This is an optimization exercise on Yosys and OpenROAD, whose aim is small area and a short achievable clock period, not a production implementation.
For this run, only the layout was checked, not whether the RTL still works.
The clock input has no modelled driver; a real chip could not lean on it and would need a root buffer or a full tree.
No activity file was given, so power comes from the tool's default toggle rates.

**flow/flow/run.sh**
```bash
#!/bin/bash
# Own layout flow: the standard flow (standard synthesis unchanged), with
# plain buffers on the ports instead of the delay cells buffer_ports picks,
# a clock tree with larger sink clusters and no dummy loads, and the clock
# port driving the tree's first branch buffers directly (post_cts.tcl).
set -euo pipefail
export BUFFER_PORTS_ARGS="-buffer_cell sky130_fd_sc_hd__buf_4"
export CTS_ARGS="-sink_clustering_enable -repair_clock_nets -sink_clustering_size 25 -sink_clustering_max_diameter 100 -dont_use_dummy_load"
export POST_CTS_TCL="$(pwd)/flow/post_cts.tcl"
bash standard.sh finish > standard.log 2>&1
```
**flow/flow/post_cts.tcl**
```tcl
set root [get_cells -quiet clkbuf_0_user_clk_out]
if {[llength $root] == 1} {
  set loads [get_pins -of_objects [get_nets -of_objects [get_pins clkbuf_0_user_clk_out/X]] -filter "direction == input"]
  puts "root buffer loads: [llength $loads]"
  if {[llength $loads] <= 4} {
    remove_buffers $root
    estimate_parasitics -placement
    repair_timing_helper
    detailed_placement
    check_placement -verbose
  }
}
```
**flow/standard.sh**
```bash
#!/bin/bash
# synth_recipe.tcl (not shown) runs the flow's synth.tcl, then flattens the netlist and writes it again
# the make line also repeats each setting of config.mk as NAME=value (left out here)
make -C /OpenROAD-flow-scripts/flow DESIGN_CONFIG=/design/flow/config.mk WORK_HOME=/design/flow/orfs CLKGATE_MAP_FILE= SYNTH_SCRIPT=/design/flow/synth_recipe.tcl "${@:-finish}"
```
**flow/config.mk**
```make
export PLATFORM = sky130hd
export DESIGN_NAME = adc_capture_top
export DESIGN_NICKNAME = adc_capture_top
export VERILOG_FILES = /design/flow/design.v
export SDC_FILE = /design/flow/constraint.sdc
export NUM_CORES = 4
export LEC_CHECK = 0
export CAP_MARGIN = 20
export CORE_MARGIN = 2
export CORE_UTILIZATION = 40
export SETUP_SLACK_MARGIN = 3.0
export SLEW_MARGIN = 20
```
**flow/constraint.sdc**
```tcl
create_clock -name core_clock -period 5.0 [get_ports {user_clk_out}]
set_input_delay 1.0000 -clock core_clock [delete_from_list [all_inputs] [get_ports {user_clk_out}]]
set_output_delay 1.0000 -clock core_clock [all_outputs]
set_load 0.01 [all_outputs]
```
**flow/design.v**
```verilog
`timescale 1ns/1ps
package adc_capture_pkg;
   typedef logic [14-1:0]      adc_sample_t;
   typedef logic [16-1:0]   sample_t;
   typedef logic [32-1:0]     data_word_t;
   typedef logic [4-1:0] reg_addr_t;
   typedef logic [31:0]                reg_data_t;
   typedef logic [31:0]                word_count_t;
   typedef logic [15:0]                divider_t;      
   typedef enum logic {
      PACK_LOW,
      PACK_HIGH
   } pack_state_e;
   typedef enum logic {
      TURN_CH0,
      TURN_CH1
   } merge_turn_e;
endpackage
`timescale 1ns/1ps
module sample_fifo
#(
   parameter int DEPTH = 16,
   parameter int W     = 28
) (
   input  logic         user_clk_out,
   input  logic         sys_rst_n,
   input  logic         push_i,      
   input  logic [W-1:0] push_data_i,
   input  logic         pop_i,       
   output logic [W-1:0] head_o,
   output logic         empty_o,
   output logic         full_o
);
   logic [W-1:0]     mem [DEPTH];
   logic [DEPTH-1:0] lvl_q;
   logic [DEPTH:0]   lvl_x;
   logic [DEPTH-1:0] sel_hold, sel_next, sel_in;
   assign lvl_x = {1'b0, lvl_q};
   always_comb begin
      for (int i = 0; i < DEPTH; i++) begin
         sel_hold[i] = ~pop_i & lvl_x[i];
         sel_next[i] =  pop_i & lvl_x[i+1];
         sel_in[i]   = ~sel_hold[i] & ~sel_next[i];
      end
   end
   always_ff @(posedge user_clk_out) begin
      for (int i = 0; i < DEPTH-1; i++) begin
         mem[i] <= ({W{sel_hold[i]}} & mem[i])
                 | ({W{sel_next[i]}} & mem[i+1])
                 | ({W{sel_in[i]}}   & push_data_i);
      end
      mem[DEPTH-1] <= ({W{sel_hold[DEPTH-1]}} & mem[DEPTH-1])
                    | ({W{sel_in[DEPTH-1]}}   & push_data_i);
   end
   always_ff @(posedge user_clk_out or negedge sys_rst_n) begin
      if (!sys_rst_n) begin
         lvl_q <= '0;
      end else if (push_i & ~pop_i) begin
         lvl_q <= {lvl_q[DEPTH-2:0], 1'b1};
      end else if (pop_i & ~push_i) begin
         lvl_q <= {1'b0, lvl_q[DEPTH-1:1]};
      end
   end
   assign head_o  = mem[0];
   assign empty_o = ~lvl_q[0];
   assign full_o  = lvl_q[DEPTH-1];
endmodule
`timescale 1ns/1ps
module capture_channel
(
   input  logic        user_clk_out,
   input  logic        sys_rst_n,
   input  logic        enable_i,
   input  logic [15:0] divider_i,
   input  logic        count_clear_i,
   input  logic        count_load_i,
   input  logic [31:0] count_load_value_i,
   input  logic        adc_valid_i,
   input  logic [13:0] adc_sample_i,
   input  logic        pop_i,
   output logic [27:0] head_o,         
   output logic        empty_o,
   output logic        full_o,
   output logic [31:0] word_count_o,
   output logic        overflow_o
);
   logic [15:0] dec_cnt_q;
   logic        phase_q;        
   logic [13:0] low_q;
   logic        keep;
   logic        word_done;
   logic        push;
   logic last_q;
   logic lo_zero_q;
   logic [15:0] reload;
   assign reload = {divider_i[15:1], divider_i[0] | (divider_i == '0)};
   assign keep   = enable_i & adc_valid_i & last_q;
   always_ff @(posedge user_clk_out) begin
      if (!enable_i) begin
         dec_cnt_q <= 16'd1;
         last_q    <= 1'b1;
         lo_zero_q <= 1'b0;
      end else if (adc_valid_i) begin
         if (last_q) begin
            dec_cnt_q <= reload;
            last_q    <= (divider_i[15:1] == '0);
            lo_zero_q <= (reload[7:0] == '0);
         end else begin
            dec_cnt_q[7:0]  <= dec_cnt_q[7:0] - 1'b1;
            dec_cnt_q[15:8] <= dec_cnt_q[15:8] - {7'd0, lo_zero_q};
            last_q          <= (dec_cnt_q == 16'd2);
            lo_zero_q       <= (dec_cnt_q[7:0] == 8'd1);
         end
      end
   end
   always_ff @(posedge user_clk_out) begin
      if (!enable_i) begin
         phase_q <= 1'b0;
      end else if (keep) begin
         phase_q <= ~phase_q;
      end
   end
   always_ff @(posedge user_clk_out) begin
      if (!phase_q) begin
         low_q <= adc_sample_i;
      end
   end
   assign word_done = keep & phase_q;
   assign push      = word_done & ~full_o;    
   sample_fifo #(.W(28)) u_fifo (
      .user_clk_out, .sys_rst_n,
      .push_i (push), .push_data_i ({adc_sample_i, low_q}), .pop_i,
      .head_o, .empty_o, .full_o
   );
   always_ff @(posedge user_clk_out or negedge sys_rst_n) begin
      if (!sys_rst_n) begin
         word_count_o <= '0;
         overflow_o   <= 1'b0;
      end else if (count_clear_i) begin
         word_count_o <= '0;
         overflow_o   <= 1'b0;
      end else begin
         if (count_load_i) begin
            word_count_o <= count_load_value_i;
         end else if (push) begin
            word_count_o <= word_count_o + 1'b1;
         end
         if (word_done && full_o) begin
            overflow_o <= 1'b1;
         end
      end
   end
endmodule
`timescale 1ns/1ps
module host_regs
(
   input  logic        user_clk_out,
   input  logic        sys_rst_n,
   input  logic        reg_wr_i,
   input  logic        reg_rd_i,
   input  adc_capture_pkg::reg_addr_t   reg_addr_i,
   input  adc_capture_pkg::reg_data_t   reg_wdata_i,
   output adc_capture_pkg::reg_data_t   reg_rdata_o,
   output logic        reg_rvalid_o,
   output logic        ch0_enable_o,
   output logic        ch1_enable_o,
   output adc_capture_pkg::divider_t    ch0_divider_o,
   output adc_capture_pkg::divider_t    ch1_divider_o,
   output logic        ch0_count_clear_o,
   output logic        ch1_count_clear_o,
   output logic        ch0_count_load_o,
   output logic        ch1_count_load_o,
   input  adc_capture_pkg::word_count_t ch0_word_count_i,
   input  adc_capture_pkg::word_count_t ch1_word_count_i,
   input  logic        ch0_overflow_i,
   input  logic        ch1_overflow_i,
   input  logic        ch0_empty_i,
   input  logic        ch1_empty_i,
   input  logic        ch0_full_i,
   input  logic        ch1_full_i,
   output logic        stream_enable_o
);
   adc_capture_pkg::reg_data_t ch0_status;
   adc_capture_pkg::reg_data_t ch1_status;
   adc_capture_pkg::reg_data_t read_mux;
   always_ff @(posedge user_clk_out or negedge sys_rst_n) begin
      if (!sys_rst_n) begin
         ch0_enable_o    <= 1'b0;
         ch1_enable_o    <= 1'b0;
         ch0_divider_o   <= '0;
         ch1_divider_o   <= '0;
         stream_enable_o <= 1'b0;
      end else if (reg_wr_i) begin
         case (reg_addr_i)
            4'h0:    ch0_enable_o    <= reg_wdata_i[0];
            4'h1:     ch0_divider_o   <= adc_capture_pkg::divider_t'(reg_wdata_i);
            4'h4:    ch1_enable_o    <= reg_wdata_i[0];
            4'h5:     ch1_divider_o   <= adc_capture_pkg::divider_t'(reg_wdata_i);
            4'h8: stream_enable_o <= reg_wdata_i[0];
            default: ;   
         endcase
      end
   end
   assign ch0_count_clear_o = reg_wr_i & (reg_addr_i == 4'h0)
                              & reg_wdata_i[1];
   assign ch1_count_clear_o = reg_wr_i & (reg_addr_i == 4'h4)
                              & reg_wdata_i[1];
   assign ch0_count_load_o  = reg_wr_i & (reg_addr_i == 4'h3);
   assign ch1_count_load_o  = reg_wr_i & (reg_addr_i == 4'h7);
   assign ch0_status = {28'b0, ch0_overflow_i, ch0_full_i, ch0_empty_i, ch0_enable_o};
   assign ch1_status = {28'b0, ch1_overflow_i, ch1_full_i, ch1_empty_i, ch1_enable_o};
   adc_capture_pkg::reg_data_t ch0_read, ch1_read;
   always_comb begin
      case (reg_addr_i[1:0])
         2'd0:    ch0_read = {31'b0, ch0_enable_o};
         2'd1:    ch0_read = {16'b0, ch0_divider_o};
         2'd2:    ch0_read = ch0_status;
         default: ch0_read = ch0_word_count_i;
      endcase
      case (reg_addr_i[1:0])
         2'd0:    ch1_read = {31'b0, ch1_enable_o};
         2'd1:    ch1_read = {16'b0, ch1_divider_o};
         2'd2:    ch1_read = ch1_status;
         default: ch1_read = ch1_word_count_i;
      endcase
      if (!reg_addr_i[3])
         read_mux = reg_addr_i[2] ? ch1_read : ch0_read;
      else if (reg_addr_i[2:0] == 3'd0)
         read_mux = {31'b0, stream_enable_o};
      else
         read_mux = '0;    
   end
   always_ff @(posedge user_clk_out or negedge sys_rst_n) begin
      if (!sys_rst_n) begin
         reg_rdata_o  <= '0;
         reg_rvalid_o <= 1'b0;
      end else begin
         reg_rvalid_o <= reg_rd_i;
         if (reg_rd_i) begin
            reg_rdata_o <= read_mux;     
         end
      end
   end
endmodule
`timescale 1ns/1ps
module stream_merge
(
   input  logic        user_clk_out,
   input  logic        sys_rst_n,
   input  logic        stream_enable_i,
   input  logic [27:0] ch0_head_i,
   input  logic [27:0] ch1_head_i,
   input  logic        ch0_empty_i,
   input  logic        ch1_empty_i,
   output logic        ch0_pop_o,
   output logic        ch1_pop_o,
   output logic        out_valid_o,
   output logic [31:0] out_data_o,
   output logic        out_channel_o
);
   logic        turn_q;      
   logic        pick1;       
   logic [27:0] word;
   logic [27:0] data_q;
   assign pick1     = ~ch1_empty_i & (ch0_empty_i | turn_q);
   assign ch0_pop_o = stream_enable_i & ~ch0_empty_i & ~pick1;
   assign ch1_pop_o = stream_enable_i & pick1;
   always_ff @(posedge user_clk_out or negedge sys_rst_n) begin
      if (!sys_rst_n) begin
         turn_q      <= 1'b0;
         out_valid_o <= 1'b0;
      end else begin
         if (ch0_pop_o) begin
            turn_q <= 1'b1;
         end else if (ch1_pop_o) begin
            turn_q <= 1'b0;
         end
         out_valid_o <= ch0_pop_o | ch1_pop_o;
      end
   end
   assign word = pick1 ? ch1_head_i : ch0_head_i;
   always_ff @(posedge user_clk_out) begin
      data_q        <= word;
      out_channel_o <= pick1;
   end
   assign out_data_o = {data_q[27:14], 2'b00, data_q[13:0], 2'b00};
endmodule
`timescale 1ns/1ps
module adc_capture_top
(
   input  logic        user_clk_out,
   input  logic        sys_rst_n,
   input  logic        adc_valid_i,
   input  adc_capture_pkg::adc_sample_t adc_i_i,
   input  adc_capture_pkg::adc_sample_t adc_q_i,
   input  logic        reg_wr_i,
   input  logic        reg_rd_i,
   input  adc_capture_pkg::reg_addr_t   reg_addr_i,
   input  adc_capture_pkg::reg_data_t   reg_wdata_i,
   output adc_capture_pkg::reg_data_t   reg_rdata_o,
   output logic        reg_rvalid_o,
   output logic        out_valid_o,
   output adc_capture_pkg::data_word_t  out_data_o,
   output logic        out_channel_o
);
   logic        ch0_enable, ch1_enable;
   adc_capture_pkg::divider_t    ch0_divider, ch1_divider;
   logic        ch0_count_clear, ch1_count_clear;
   logic        ch0_count_load, ch1_count_load;
   adc_capture_pkg::word_count_t ch0_word_count, ch1_word_count;
   logic        ch0_overflow, ch1_overflow;
   logic        ch0_pop, ch1_pop;
   logic        ch0_empty, ch1_empty;
   logic        ch0_full, ch1_full;
   logic        stream_enable;
   logic [27:0] ch0_head28, ch1_head28;
   capture_channel u_ch0 (
      .user_clk_out, .sys_rst_n,
      .enable_i      (ch0_enable),      .divider_i   (ch0_divider),
      .count_clear_i (ch0_count_clear), .adc_valid_i (adc_valid_i),
      .count_load_i  (ch0_count_load),  .count_load_value_i (reg_wdata_i),
      .adc_sample_i  (adc_i_i),         .pop_i       (ch0_pop),
      .head_o (ch0_head28),      .empty_o     (ch0_empty),
      .full_o        (ch0_full),
      .word_count_o  (ch0_word_count),  .overflow_o  (ch0_overflow)
   );
   capture_channel u_ch1 (
      .user_clk_out, .sys_rst_n,
      .enable_i      (ch1_enable),      .divider_i   (ch1_divider),
      .count_clear_i (ch1_count_clear), .adc_valid_i (adc_valid_i),
      .count_load_i  (ch1_count_load),  .count_load_value_i (reg_wdata_i),
      .adc_sample_i  (adc_q_i),         .pop_i       (ch1_pop),
      .head_o (ch1_head28),      .empty_o     (ch1_empty),
      .full_o        (ch1_full),
      .word_count_o  (ch1_word_count),  .overflow_o  (ch1_overflow)
   );
   host_regs u_regs (
      .user_clk_out, .sys_rst_n,
      .reg_wr_i, .reg_rd_i, .reg_addr_i, .reg_wdata_i, .reg_rdata_o, .reg_rvalid_o,
      .ch0_enable_o      (ch0_enable),      .ch1_enable_o      (ch1_enable),
      .ch0_divider_o     (ch0_divider),     .ch1_divider_o     (ch1_divider),
      .ch0_count_clear_o (ch0_count_clear), .ch1_count_clear_o (ch1_count_clear),
      .ch0_count_load_o  (ch0_count_load),  .ch1_count_load_o  (ch1_count_load),
      .ch0_word_count_i  (ch0_word_count),  .ch1_word_count_i  (ch1_word_count),
      .ch0_overflow_i    (ch0_overflow),    .ch1_overflow_i    (ch1_overflow),
      .ch0_empty_i       (ch0_empty),       .ch1_empty_i       (ch1_empty),
      .ch0_full_i        (ch0_full),        .ch1_full_i        (ch1_full),
      .stream_enable_o   (stream_enable)
   );
   stream_merge u_merge (
      .user_clk_out, .sys_rst_n,
      .stream_enable_i (stream_enable),
      .ch0_head_i (ch0_head28), .ch1_head_i (ch1_head28),
      .ch0_empty_i (ch0_empty), .ch1_empty_i (ch1_empty),
      .ch0_pop_o   (ch0_pop),   .ch1_pop_o   (ch1_pop),
      .out_valid_o, .out_data_o, .out_channel_o
   );
endmodule
```
==> run summary <==
Max Fclk=468.9 MHz; ratio of cells with drive above 1 in the final layout=0.1259; total grt overflow=0; RSZ-0062 raised after global routing=yes; Detailed Route WL=121200 microns; vias in the first global route=roughly 34000; Nets=5175; Rows=124; register area share after synthesis=0.5425; Placed Cells=6426; Crit Path Max Fanout=1; Area Growth Syn to Fin=12.78%; status=no timing/DRC/antenna violations; worst hold start=u_ch0.u_fifo.mem[14][6]$_DFF_P_; Hold Crit Depth=2; CP endpoint kind=output pin; Final Util=0.4536; Final Hold Fails=0; crit path cell chain=buf_6; Post-synth EDFFs=84; number of synthesized register bits=1159; DR vias=35470; YS warnings=5; Worst Path Required=4.00 ns; Max-Cap Viols=0; final setup fails=0; slew at the pin closest to its max-slew limit=0.8689 ns; final setup TNS=0 ns; reg2reg end=u_ch1.word_count_o[30]$_DFFE_PN0P_; post-route setup slack=2.867 ns; Iter 0 DRT Violations=2773; CP top delay family=flip-flops; drt pass-1 iters=6; clk_skew=0.1025 ns; P per Cell Area=397.4 mW/mm^2; RePlAce Congestion=0.8171; die area=0.1174 sq mm; CTS clk-pin slew, worst paths=0.10 ns; Slowest cell on crit path=dfrtp_2; CP Data Arrival Time=1.13 ns; CP peak stage delay=0.51 ns; Setup CP Type=flop to output pin; hold endpoint=u_ch0.u_fifo.mem[13][6]$_DFF_P_; Final Max Slew Viols=0; chip height=approximately 340 microns; Antenna Nets Post-Route=0; relative slew slack=0.4201; # clock sinks=1159; launch point of the worst reg-to-reg path=u_ch1.last_q$_SDFFE_PN1P_; first-pass GRT wire length=between 150000 and 200000 microns; initial core utilization=0.4022; path depth of the worst reg2reg path=7; Synth Flop Type=dfxtp_1; Critical path buffers and inverters=1; DRC viols=0; DR vias/cell=5.371; core area=0.1140 sq mm; Worst setup SP type=flop; initial antenna violation count=1; port bufs=approximately 130; # IOs=~140; Synth Instances=5074; synthesized area=0.04587 sq mm; Die W=342.6 microns; post-DP HPWL=79760 microns; VDD IR max=a little over 0.0002 V; Synth async-reset ratio=0.1450; GR Util All Layers=0.2013; fin cells=around 6600; post-route minimum period=2.133 ns; clk latency of the worst-skew pair=0.49 ns; worst min-delay path category=flop to flop; dpl ws=1.764 ns; Syn Area/Cell=roughly 9.0 sq um; leakage=~23 nW; reg2reg setup slack=2.94 ns; Distinct cells, synth=67; Period Utilization, post-route=0.4265; largest net degree at the start of global routing=95; drt wl/cell=18.36 microns
[kinds of logic after synthesis]
group	share of synthesized area
adder cells (fa/ha/maj)	0.003819
multiplexers	0.03511
AO/OA/AOI/OAI	0.1797
flip-flops	0.5425
AND/OR/NAND/NOR	0.1874
other	0.00008175
buffers and inverters	0.04056
XOR/XNOR	0.01088
[layer usage]
metal	up-vias	part of all wire	GRT usage
met2	655	0.46	0.3251
met4	0	0.021	0.04441
met3	140	0.050	0.03280
met1	17030	0.47	0.2829
met5	-	0	0
li1	17640	-	-
[where the power goes]
group	total, mW	switching [mW]	internal (mW)
Combinational	3.56	1.98	1.57
Clock	4.75	2.85	1.89
Sequential	12.3	1.35	10.9
Total	20.6	6.19	14.4
[cells in the final DEF, fill, tap and decap left out, types with 13 or more instances in the layout]
cell and instances:
nand4_1 35, a22oi_1 853, xnor2_1 16, o21a_1 13, buf_12 28, mux2i_1 81
inv_1 47, o21ai_1 32, mux2_2 62, nor3_1 19, dfrtp_1 150, a21boi_2 28
nor4_1 13, buf_4 183, xor2_1 41, a211oi_2 13, dfrtp_2 18, clkbuf_16 55
a211oi_1 30, a21oi_1 43, nand2_1 1783, o22ai_1 21, buf_6 101, nor2_4 46
and3_1 26, nor2_1 100, nand3_1 26, o21ai_0 63, edfxtp_1 84, dfxtp_1 884
dfxtp_2 22
[cell type report]
cell class	count	area, sq um
diodes	1	2.502
clock buffers	53	1326
fillers	10830	62300
inverters	49	191.4
multi-input cells	3497	19940
flip-flops and latches	1159	24940
well taps	1512	1892
repair buffers	332	3445
[stage by stage]
stage / hold WS [ns] / power [mW] / cell area, sq um
after detailed placement: 0.4515 / 15.73 / 48050
final: 0.4315 / 20.56 / 51730
after global routing: 0.4433 / 21.68 / 51730
after floorplan: 0.4350 / 14.08 / 46210
after global placement: 0.4457 / 15.64 / 48040
[synth_stat cells, types with 5 or more instances]
cell,count,area (sq um)
clkbuf_1,202,758.2
mux2_2,63,709.4
o21a_1,13,97.59
edfxtp_1,84,2522
a22oi_1,853,6404
dfrtp_1,168,4204
inv_1,49,183.9
nand2_1,1786,6704
nand2b_1,7,43.79
a21oi_1,45,225.2
or3_1,6,37.54
nor2_2,29,181.4
a21boi_0,22,165.2
xor2_1,41,359.1
o22ai_1,21,131.4
nor3_1,22,110.1
ha_1,14,175.2
nor2_1,103,386.6
dfxtp_1,907,18160
a21boi_1,6,45.04
mux2i_1,81,810.8
and3_1,33,206.5
nand4_1,35,219.0
a211oi_1,42,315.3
o221ai_1,12,105.1
or4_1,6,45.04
buf_1,20,75.07
nor4_1,17,106.4
buf_4,5,37.54
xnor2_1,16,140.1
nand3_1,32,160.2
buf_2,161,805.8
o21ai_0,96,480.5
a31oi_1,8,50.05
[flip-flops by register name, summed over array words and instances (netlist names), 28 cells and up, named ones only]
name / flops
u_ch0.word_count_o: 32
u_ch0.u_fifo.mem: 420
u_ch1.u_fifo.mem: 420
u_merge.data_q: 28
u_ch1.word_count_o: 32
u_regs.reg_rdata_o: 32
[worst max path at each step]
stage,startpoint,end,slack (ns),cells past startpoint
detailed placement,reg_addr_i[1],u_ch0.word_count_o[27]$_DFFE_PN0P_,1.76,6
global route,adc_valid_i,u_ch1.word_count_o[30]$_DFFE_PN0P_,2.80,7
finish,u_merge.out_valid_o$_DFF_PN0_,out_valid_o,2.87,1
floorplan,adc_valid_i,u_ch1.u_fifo.lvl_q[10]$_DFFE_PN0P_,2.74,7
global placement,reg_addr_i[1],u_ch0.word_count_o[27]$_DFFE_PN0P_,1.80,6

port drivers added, routing unchanged:
In the flow no input, the clock included, has a driving cell. The finished layout below was timed again as built, in two steps. Step 1, drivers: a clkbuf_16 drives user_clk_out and a buf_2 each remaining input, both assumed. Step 2 times the ports against the registers' clock, not the clock port: input delays grow and output delays shrink by t, the midpoint of the rising clock arrivals with the driver on. Slacks: ideal ports / drivers / drivers and shift; pairs: ideal ports / drivers.
t (ns): 0.590
setup slack, ns: 2.867 / 2.719 / 2.284
latest minus earliest clock arrival (ns): 0.104 / 0.104
pins driven straight from the clock port: 4
After both steps setup and hold are still met in this run. For this run, drivers alone change the setup slack by -0.148 ns; drivers and shift together by -0.583 ns.
